Source: an optimization exercise on an open RTL-to-GDS flow (aim: small area). Production flows keep margins and buffers that such runs may drop.
RTL that was checked went through simulation tests only; none was proved equivalent to the original.
No functional check of the RTL was part of run 2.
Power figures rest on the tool's default switching activity, not on a simulated workload.

$ cat design/flow/config.mk
export PLATFORM = sky130hd
export DESIGN_NAME = prio_top
export DESIGN_NICKNAME = prio_top
export VERILOG_FILES = /design/flow/design.v
export SDC_FILE = /design/flow/constraint.sdc
export NUM_CORES = 4
export LEC_CHECK = 0
export CAP_MARGIN = 20
export CORE_MARGIN = 2
export CORE_UTILIZATION = 30
export GPL_ROUTABILITY_DRIVEN = 1
export PLACE_DENSITY = 0.4
export SLEW_MARGIN = 20
$ cat design/flow/design.v
module cmd_decode (
   input  logic                                          c_clk,
   input  logic                                          rst,
   input  logic [4*70-1:0]        hold,
   output logic [4-1:0]                    add_sel,
   output logic [4-1:0]                    shift_sel,
   output logic [4*3-1:0]        invalid
);
   logic [4-1:0]   bad_op;
   logic [4-1:0]   inv_op_q;
   logic [2*4-1:0] inv_tag_q;
   genvar p;
   generate
      for (p = 0; p < 4; p++) begin : g_port
         logic [3:0] cmd;
         assign cmd = hold[p*70 + 66 +: 4];
         assign add_sel[p] = (cmd == 4'd1) ||
                             (cmd == 4'd2);
         assign shift_sel[p] = (cmd == 4'd5) ||
                               (cmd == 4'd6);
         assign bad_op[p] = (cmd != 4'd0) &&
                            !add_sel[p] && !shift_sel[p];
         assign invalid[p*3 +: 3] = {inv_op_q[p], inv_tag_q[2*p +: 2]};
      end
   endgenerate
   always_ff @(posedge c_clk) begin
      if (rst) begin
         inv_op_q <= '0;
      end else begin
         inv_op_q <= bad_op;
      end
   end
   always_ff @(posedge c_clk) begin
      for (int i = 0; i < 4; i++) begin
         inv_tag_q[2*i +: 2] <= hold[i*70 + 64 +: 2];
      end
   end
endmodule
module cmd_queue #(
   parameter logic [1:0] CMD_HI = 2'b00
) (
   input  logic                                    c_clk,
   input  logic                                    rst,
   input  logic [4*70-1:0]  hold,
   input  logic [4-1:0]              sel,
   input  logic                                    pop,
   output logic [72-1:0]                  head,
   output logic                                    head_vld
);
   localparam int SW = 69;     
   logic [4:0] hd;
   logic [4:0] tl;
   logic [SW-1:0] mem [16];
   logic [1:0]    pre  [4];
   logic [3:0]    pos  [4];
   logic [SW-1:0] ent  [4];
   logic [SW-1:0] lane [4];
   logic [15:0]   we;
   logic [2:0]    nsel;
   logic [SW-1:0] hq;
   assign head_vld = (hd != tl);
   assign hq       = mem[hd[3:0]];
   assign head     = {CMD_HI, hq[68], ~hq[68], hq[67:0]};
   always_comb begin
      logic [2:0] n;
      n = '0;
      for (int p = 0; p < 4; p++) begin
         pre[p] = n[1:0];
         pos[p] = tl[3:0] + 4'(n);
         ent[p] = {hold[p*70 + 67], 2'(p), hold[p*70 +: 66]};
         n      = n + 3'(sel[p]);
      end
      nsel = n;
   end
   always_comb begin
      for (int b = 0; b < 4; b++) begin
         lane[b] = '0;
         for (int p = 0; p < 4; p++) begin
            if (sel[p] && (pos[p][1:0] == 2'(b))) begin
               lane[b] = lane[b] | ent[p];
            end
         end
      end
      for (int k = 0; k < 16; k++) begin
         we[k] = 1'b0;
         for (int p = 0; p < 4; p++) begin
            if (sel[p] && (pos[p] == 4'(k))) begin
               we[k] = 1'b1;
            end
         end
      end
   end
   always_ff @(posedge c_clk) begin
      for (int k = 0; k < 16; k++) begin
         if (we[k]) begin
            mem[k] <= lane[k % 4];
         end
      end
   end
   always_ff @(posedge c_clk) begin
      if (rst) begin
         hd <= '0;
         tl <= '0;
      end else begin
         hd <= hd + 5'(pop && head_vld);
         tl <= tl + 5'(nsel);
      end
   end
endmodule
module port_arbiter (
   input  logic                    c_clk,
   input  logic                    rst,
   input  logic [72-1:0]  add_head,
   input  logic                    add_head_vld,
   input  logic [72-1:0]  shift_head,
   input  logic                    shift_head_vld,
   output logic                    add_pop,
   output logic                    shift_pop
);
   logic turn;
   logic conflict;
   assign conflict = add_head_vld && shift_head_vld &&
                     (add_head[67:66] == shift_head[67:66]);
   assign add_pop   = add_head_vld && (!conflict || (turn == 1'b0));
   assign shift_pop = shift_head_vld && (!conflict || (turn == 1'b1));
   always_ff @(posedge c_clk) begin
      if (rst) begin
         turn <= 1'b0;
      end else if (conflict) begin
         turn <= ~turn;
      end
   end
endmodule
module prio_top (
   input  logic                                      c_clk,
   input  logic                                      rst,
   input  logic [4*70-1:0]    hold,
   output logic                                      adder_out_vld,
   output logic [72-1:0]                    adder_out,
   output logic                                      shift_out_vld,
   output logic [72-1:0]                    shift_out,
   output logic [4*3-1:0]    invalid
);
   logic [4-1:0]             add_sel;
   logic [4-1:0]             shift_sel;
   logic [72-1:0] add_head;
   logic                   add_head_vld;
   logic                   add_pop;
   logic [72-1:0] shift_head;
   logic                   shift_head_vld;
   logic                   shift_pop;
   cmd_decode u_decode (
      .c_clk     (c_clk),
      .rst       (rst),
      .hold      (hold),
      .add_sel   (add_sel),
      .shift_sel (shift_sel),
      .invalid   (invalid)
   );
   cmd_queue #(
      .CMD_HI (2'b00)
   ) u_add_queue (
      .c_clk    (c_clk),
      .rst      (rst),
      .hold     (hold),
      .sel      (add_sel),
      .pop      (add_pop),
      .head     (add_head),
      .head_vld (add_head_vld)
   );
   cmd_queue #(
      .CMD_HI (2'b01)
   ) u_shift_queue (
      .c_clk    (c_clk),
      .rst      (rst),
      .hold     (hold),
      .sel      (shift_sel),
      .pop      (shift_pop),
      .head     (shift_head),
      .head_vld (shift_head_vld)
   );
   port_arbiter u_arbiter (
      .c_clk          (c_clk),
      .rst            (rst),
      .add_head       (add_head),
      .add_head_vld   (add_head_vld),
      .shift_head     (shift_head),
      .shift_head_vld (shift_head_vld),
      .add_pop        (add_pop),
      .shift_pop      (shift_pop)
   );
   assign adder_out_vld = add_pop;
   assign adder_out     = add_head;
   assign shift_out_vld = shift_pop;
   assign shift_out     = shift_head;
endmodule
$ cat design/flow/constraint.sdc
create_clock -name core_clock -period 7.5 [get_ports {c_clk}]
set_input_delay 1.5000 -clock core_clock [delete_from_list [all_inputs] [get_ports {c_clk}]]
set_output_delay 1.5000 -clock core_clock [all_outputs]
set_load 0.01 [all_outputs]
$ cat design/flow/run.sh
#!/bin/bash
# synth_recipe.tcl (not shown) runs the flow's synth.tcl, then flattens the netlist and writes it again
# the make line also repeats each setting of config.mk as NAME=value (left out here)
make -C /OpenROAD-flow-scripts/flow DESIGN_CONFIG=/design/flow/config.mk WORK_HOME=/design/flow/orfs CLKGATE_MAP_FILE= SYNTH_SCRIPT=/design/flow/synth_recipe.tcl finish
==> results of run 1 <==
final timing paths:
| kind | startpoint | endpoint | slack [ns] |
|---|---|---|---|
| max reg2reg | u_add_queue.hd[2]$_SDFF_PP0_ | u_add_queue.hd[4]$_SDFF_PP0_ | 2.25 |
| min | u_shift_queue.hd[4]$_SDFF_PP0_ | u_shift_queue.hd[4]$_SDFF_PP0_ | 0.54 |
| min reg2reg | u_shift_queue.hd[4]$_SDFF_PP0_ | u_shift_queue.hd[4]$_SDFF_PP0_ | 0.54 |
| max | u_add_queue.hd[2]$_SDFF_PP0_ | adder_out[53] | 0.40 |
where the power goes:
part	internal [mW]	switching [mW]	total, mW
Combinational	3.32	7.49	10.8
Clock	7.66	5.48	13.1
Sequential	14.5	0.300	14.8
per-layer routing:
metal	track usage [%]	up-vias	routed length, µm
met2	50.7	6248	250000
met4	19.2	16	33400
li1	-	28675	-
met3	8.65	1223	62900
met5	0	-	115
met1	42.4	39537	211000
synthesized netlist by cell type, drive strengths merged (25+ instances only):
master	number	area (µm²)
nor2b	35	219
a22oi	426	3200
a31oi	31	213
nand3	107	536
o21ai	86	430
mux2i	64	641
inv	25	93.8
clkbuf	420	1580
mux2	45	510
dfxtp	33	661
a22o	146	1280
nor2	274	1080
o22a	47	412
nand4	28	175
nand2	1229	4620
a21oi	180	901
ha	32	400
o2111ai	44	385
a221oi	109	955
buf	362	1870
a222oi	650	6510
nor3	58	320
edfxtp	2208	66300
registers in the layout, summed over array words and instances (netlist names):
name and flops:
u_shift_queue.mem 1104, u_decode.inv_op_q 4, u_decode.inv_tag_q 8, u_add_queue.mem 1104
u_shift_queue.tl 5, u_add_queue.hd 5, u_add_queue.tl 5, u_shift_queue.hd 5
u_arbiter.turn 1
worst reg2reg max path, delay by kind of cell, from the launching register on:
family	cells	cell delay [ns]
and+or+nand+nor	5	1.71
AOI/OAI and AO/OA	3	1.30
DFF	1	0.75
buffers and inverters	2	0.54
xor gates and xnor gates	2	0.42
adders and majority gates	2	0.41
cell families after synthesis:
| logic type | after synthesis | share of synthesized area (%) |
|---|---|---|
| AOI/OAI and AO/OA | 1863 | 16.2 |
| xor gates and xnor gates | 41 | 0.390 |
| adders and majority gates | 42 | 0.626 |
| buffers and inverters | 807 | 3.70 |
| DFF | 2241 | 69.8 |
| muxes | 111 | 1.25 |
| other | 2 | 0.00783 |
| and+or+nand+nor | 1835 | 8.00 |
area by class of cell:
class                           instances  area, µm²  share of cell area [%]
Multi-Input combinational cell       3896      26100                    22.7
Inverter                               25       93.8                  0.0814
Antenna cell                           95        238                   0.206
Sequential cell                      2241      67000                    58.1
Tap cell                             4180       5230                    4.54
Clock buffer                          328       7150                    6.20
Clock inverter                        145       1400                    1.21
Timing Repair Buffer                  785       8070                    7.00
metrics by stage:
stage / TNS [ns] / utilization, % / area [µm²] / power [mW]
2_1_floorplan: -639.19 / - / 95900 / 19.0
3_3_place_gp: 0 / 33.5 / 107000 / 25.7
3_5_place_dp: 0 / 33.5 / 107000 / 25.7
4_1_cts: 0 / 36.2 / 115000 / 38.7
5_1_grt: 0 / 36.2 / 115000 / 39.5
6_report: 0 / 36.3 / 115000 / 38.7
placed cells by master, fill, tap and decap left out, types with 43 or more instances in the layout:
cell / instances
nand3_1: 104
a22o_1: 146
mux2_2: 43
nand2_1: 1223
clkbuf_1: 49
clkbuf_16: 278
clkdlybuf4s50_1: 428
nor3_1: 45
o21ai_0: 76
edfxtp_1: 2208
a21oi_1: 180
mux2i_1: 64
buf_4: 261
a222oi_1: 650
buf_12: 88
o2111ai_1: 44
diode_2: 95
a221oi_1: 109
o22a_1: 47
clkinv_1: 53
nor2_1: 225
a22oi_1: 426
clkinv_2: 46
==> impl_metrics.yaml, run 1 <==
outcome:
  outcome: "no timing/DRC/antenna violations"
cts:
  cts_setup_buffers: 0
  htreeDepth: 5
  clk_pin_slew_ns: 0.06
  ctsResizeCount: 0
  cts_tree: "built"
  cts_made_buffers: 268
  cts_root_buf: "clkbuf_16"
  cts.path.max_buffers: 4
  holdBufCountCts: 0
  clock-sinks: 2241
  clk_latency_ns: 0.88
layout:
  drive_above_1_share_pct: 12.6
  final_cells: 11695
  finalNetCount: 7541
  fillers: 30416
  area_growth_pct: 20.3
worst_setup_path:
  critPathRequiredTime_ns: 6.00
  cpMostUsedCell: "a21oi_1"
  reg2regPathDepth: 14
  cp.arrival_ns: 5.60
  cp-end-kind: "primary output"
  cpLargestDelayFamily: "simple AND/OR/NAND/NOR gates"
  cp_slowest_stage_delay_ns: 1.01
  critical_path.slowest_cell: "nor2_4"
  worstSetupPathType: "register to primary output"
  cp_cell_sequence: "nand2b_1 > nor2_4 > buf_4 > a22o_1 > a221oi_1 > o2111ai_1 > a21oi_1 > a21oi_1 > clkdlybuf4s50_1"
  cp_num_buf_inv: 2
  crit_cells: 9
  critPathMaxFanout: 30
  start_kind: "register"
routing:
  drtAntennaViolNets: 0
  vias_per_cell: 6.47
  totalWireLength_mm: 557
  first_pass_iters: 14
  vias: 75699
  wl_per_cell_um: 47.6
  drt_iter0_drc: 16509
  drc: 0
global_routing:
  antenna_found_initial: 153
  grtUsageTotal_pct: 33.2
  grt_pass1_wl_mm: 715
  grt_max_degree: 70
  grt_pass1_vias: 70559
  grt-ovfl-total: 0
synthesis:
  ys_seq_elements: 2241
  yosysSeqAreaShare_pct: 69.8
  synth.distinct_cells: 89
  syn_avg_cell_area_um2: 13.8
  synthCells: 6942
  synthFlopType: "edfxtp_1"
  async_flop_share_pct: 0
  synth-edff-count: 2208
  synthesis.area_mm2: 0.0959
  yosysWarnings: 14
timing:
  rsz0062_at_grt: "no"
  tightest_slew_ns: 1.25
  maxSlewHeadroom_pct: 16.2
  fmax_ghz: 0.141
  fin_skew_ns: 0.0339
  hold_viol: 0
  period_needed_ns: 7.10
  setup_slack_ns: 0.399
  setup_viol: 0
  finalCritPeriodShare_pct: 94.7
  finalMaxSlewViolations: 0
  hold_slack_ns: 0.539
die:
  die_h_um: 569
  die_w_um: 569
  num_rows: 207
  die_area_mm2: 0.324
  start_util_pct: 30.1
  core-area_mm2: 0.318
  io_pins: 440
place:
  place.gp.congestion: 0.938
  hpwl_mm: 363
  dp_slack_ns: 0.762
  dp_cells: 11127
  portBuffers: 435
worst_hold_path:
  min_path_type: "register to register"
  holdPathStages: 2
flow_run:
  drv_cap: 0
pwr:
  ir_drop_mv: 0.187
  power.leakage_nw: 39.5
  power_density_mw_per_mm2: 336
==> run 2: changes to the inputs <==
--- a/design/flow/design.v
+++ b/design/flow/design.v
@@ -59,7 +59,14 @@
    logic [2:0]    nsel;
    logic [SW-1:0] hq;
    assign head_vld = (hd != tl);
-   assign hq       = mem[hd[3:0]];
+   always_comb begin
+      hq = '0;
+      for (int k = 0; k < 16; k++) begin
+         if (hd[3:0] == 4'(k)) begin
+            hq = hq | mem[k];
+         end
+      end
+   end
    assign head     = {CMD_HI, hq[68], ~hq[68], hq[67:0]};
    always_comb begin
       logic [2:0] n;
==> design/flow/config.mk (replaced) <==
export PLATFORM = sky130hd
export DESIGN_NAME = prio_top
export DESIGN_NICKNAME = prio_top
export VERILOG_FILES = /design/flow/design.v
export SDC_FILE = /design/flow/constraint.sdc
export NUM_CORES = 4
export LEC_CHECK = 0
export ABC_AREA = 1
export CAP_MARGIN = 20
export CORE_MARGIN = 2
export CORE_UTILIZATION = 65
export GPL_ROUTABILITY_DRIVEN = 1
export PLACE_DENSITY = 0.75
export SLEW_MARGIN = 20
==> run 2 against run 1 <==
  * Maximum frequency grew 7.6%
  * Via count increased by 1.7%
  * Cell area decreased by 6.2%
  * Sequential share of layout area rose by 3.8 points
  * Sequential power hardly changed
  * Critical endpoint is now adder_out[28]
==> impl_metrics.yaml, run 2 <==
synthesis:
  yosysWarnings: 14
  synth_xor_area_share_pct: 0.159
  synth.distinct_cells: 45
  synthCells: 7308
  synthFlopType: "edfxtp_1"
  synth_compound_area_share_pct: 16.5
  synthesis.area_mm2: 0.0939
  yosys.area_share.adder_pct: 0.640
  synth_top_area_cell: "edfxtp_1"
  synthTopCellsByArea: "edfxtp_1 (71%), nand2_1 (4.0%), a221oi_1 (3.6%)"
  ys_seq_elements: 2241
  synthMuxAreaShare_pct: 0
  syn_avg_cell_area_um2: 12.9
  netlist_top_cells_count: "edfxtp_1 (2208), nand2_1 (999), o21ai_0 (636)"
  synth_top_family_by_area: "compound AO/OA/AOI/OAI gates"
  synth-edff-count: 2208
  netlist.area_leader.share_pct: 70.6
  synthSimpleGateAreaFrac_pct: 7.39
  synth.most_common_cell: "edfxtp_1"
  yosysSeqAreaShare_pct: 71.3
  async_flop_share_pct: 0
worst_setup_path:
  cp-end-kind: "primary output"
  worstSetupPathType: "register to primary output"
  cp.arrival_ns: 5.10
  start_kind: "register"
  critPathMaxFanout: 24
  critPathRequiredTime_ns: 6.00
pwr:
  p_int_mw: 22.7
  power.leakage_nw: 36.4
  finalPower_mw: 32.5
  switching_share_pct: 30.1
  combinationalPowerShare_pct: 21.5
  ir_drop_mv: 0.286
  seqPwrFrac_pct: 45.2
  switchingPower_mw: 9.80
  clkPwrFrac_pct: 33.2
  power_density_mw_per_mm2: 301
global_routing:
  grtUsageTotal_pct: 55.3
  grt-ovfl-total: 0
  grt_pass1_wl_mm: 555
  grt_max_degree: 70
  grt_pass1_vias: 72427
  antenna_found_initial: 43
cts:
  cts_setup_buffers: 0
  clk_latency_ns: 0.86
  holdBufCountCts: 0
  clock-sinks: 2241
  htreeDepth: 4
  cts_tree: "built"
  cts_made_buffers: 214
  ctsResizeCount: 0
  cts_root_buf: "clkbuf_16"
  cts.path.max_buffers: 3
  clk_pin_slew_ns: 0.06
place:
  portBuffers: 435
  dp_cells: 9295
  hpwl_mm: 247
  place.gp.congestion: 1.02
flow_run:
  drv_cap: 0
die:
  die_h_um: 384
  core-area_mm2: 0.143
  num_rows: 139
  die_area_mm2: 0.148
  die_w_um: 384
  io_pins: 440
  start_util_pct: 65.5
timing:
  rsz0062_at_grt: "no"
  tightest_slew_ns: 1.42
  maxSlewHeadroom_pct: 5.53
  finalCritPeriodShare_pct: 88.0
  finalMaxSlewViolations: 0
  fin_skew_ns: 0.0237
  setup_viol: 0
  hold_viol: 0
  period_needed_ns: 6.60
  fmax_ghz: 0.152
layout:
  layout_commonest_cell: "edfxtp_1"
  final_cells: 9715
  area_growth_pct: 15.2
  finalNetCount: 7933
  drive_above_1_share_pct: 7.37
  fillers: 9055
  reg_top3: "u_add_queue.mem (1104), u_shift_queue.mem (1104), u_decode.inv_tag_q (8)"
  layout_common_cells: "edfxtp_1 (2208), nand2_1 (984), o21ai_0 (629)"
routing:
  drt_iter0_drc: 18439
  first_pass_iters: 20
  vias: 77006
  totalWireLength_mm: 414
  wl_per_cell_um: 42.7
  drtAntennaViolNets: 0
  drc: 0
  vias_per_cell: 7.93
outcome:
  outcome: "no timing/DRC/antenna violations"
worst_hold_path:
  min_path_type: "register to register"
[run 2: cell types whose count changed after synthesis, sizes merged, moves of 229 or more]
cell,previous run,this run
a21oi,180,532
a221oi,109,390
a222oi,650,0
a22oi,426,5
inv,25,446
nand2,1229,1000
o21ai,86,648
o22ai,18,482
[run 2: logic make-up (layout without fill, tap and decap cells)]
kind of cell | Yosys count | in the layout
xor gates and xnor gates | 17 | 17
DFF | 2241 | 2241
adders and majority gates | 42 | 42
other | 2 | 32
and+or+nand+nor | 1627 | 1627
AOI/OAI and AO/OA | 2411 | 2411
buffers and inverters | 968 | 1442
[run 2: area by class of cell]
class / count / area (µm²) / area share, %
clock buffers: 257 / 5600 / 5.18
well taps: 1903 / 2380 / 2.20
flip-flops and latches: 2241 / 67000 / 61.9
diodes: 28 / 70.1 / 0.0648
repair buffers: 602 / 6340 / 5.86
clock inverters: 134 / 1250 / 1.15
inverters: 449 / 1690 / 1.56
multi-input cells: 4101 / 23900 / 22.1
[run 2: power by group through the flow]
stage | registers, mW | clock network, mW | logic [mW]
final | 14.7 | 10.8 | 7.00
after global routing | 14.7 | 11.1 | 7.01
after CTS | 14.7 | 10.6 | 6.57
after detailed placement | 15.0 | 0 | 6.52
after global placement | 14.9 | 0 | 6.45
after floorplan | 15.0 | 0 | 2.81
[run 2: per-stage QoR]
stage / hold slack (ns) / cell area [µm²] / setup WS, ns / util, % / setup TNS (ns)
final: 0.491 / 108000 / 0.902 / 75.4 / 0
after global placement: 0.457 / 101000 / 1.12 / 70.5 / 0
after CTS: 0.491 / 108000 / 1.31 / 75.3 / 0
after floorplan: 0.441 / 93900 / -1.76 / - / -242.89
after detailed placement: 0.481 / 101000 / 1.05 / 70.5 / 0
after global routing: 0.525 / 108000 / 1.12 / 75.3 / 0
[run 2: routing by layer]
metal,routed length [µm],vias to the layer above,GRT usage (%)
li1,-,28871,-
met1,122000,35956,67.4
met2,161000,9875,72.6
met3,84600,2270,27.1
met4,47000,34,48.4
met5,403,-,0.747
[run 2: critical path, cell delays in order, from the launching register on]
cell             delay (ns)
dfxtp_1                0.43
nor2_2                 0.49
nand2_1                0.54
inv_2                  0.77
buf_4                  0.57
a22o_1                 0.22
a221oi_1               0.05
nand4_1                0.48
clkdlybuf4s50_1        0.67
[run 2: final timing paths]
path                            slack [ns]                              to                      startpoint  cells after the start
worst max register to register        3.12  u_shift_queue.hd[4]$_SDFF_PP0_  u_shift_queue.hd[0]$_SDFF_PP0_                     18
worst min-delay path                  0.49  u_shift_queue.hd[4]$_SDFF_PP0_  u_shift_queue.hd[4]$_SDFF_PP0_                      2
worst min register to register        0.49  u_shift_queue.hd[4]$_SDFF_PP0_  u_shift_queue.hd[4]$_SDFF_PP0_                      2
worst max-delay path                  0.90                   adder_out[28]    u_add_queue.hd[2]$_SDFF_PP0_                      8

[what the ideal ports hide]
Ports are ideal in the flow. The routed layouts listed here were re-timed in OpenROAD.
Step 1 assumes that a clkbuf_16 drives the clock port and a buf_2 every other input.
Step 2 times the ports against the registers' clock, not the clock port: input delays grow and output delays shrink by t, the midpoint of the rising clock arrivals with the driver on.
Slacks: no drivers / after step 1 / after step 2; pairs: no drivers / after step 1.
run | t, ns | setup WS [ns] | clock arrival spread, ns | worst register clock-pin slew, ns | pins driven straight from the clock port
run 1 | 0.961 | 0.399 / 0.299 / 0.574 | 0.046 / 0.046 | 0.07 / 0.07 | 1
run 2 | 0.940 | 0.902 / 0.812 / 0.856 | 0.037 / 0.036 | 0.07 / 0.07 | 1
After both steps every run listed still meets setup and hold. For run 2, which loses most, drivers alone change the setup slack by -0.090 ns; drivers and shift together by -0.046 ns.
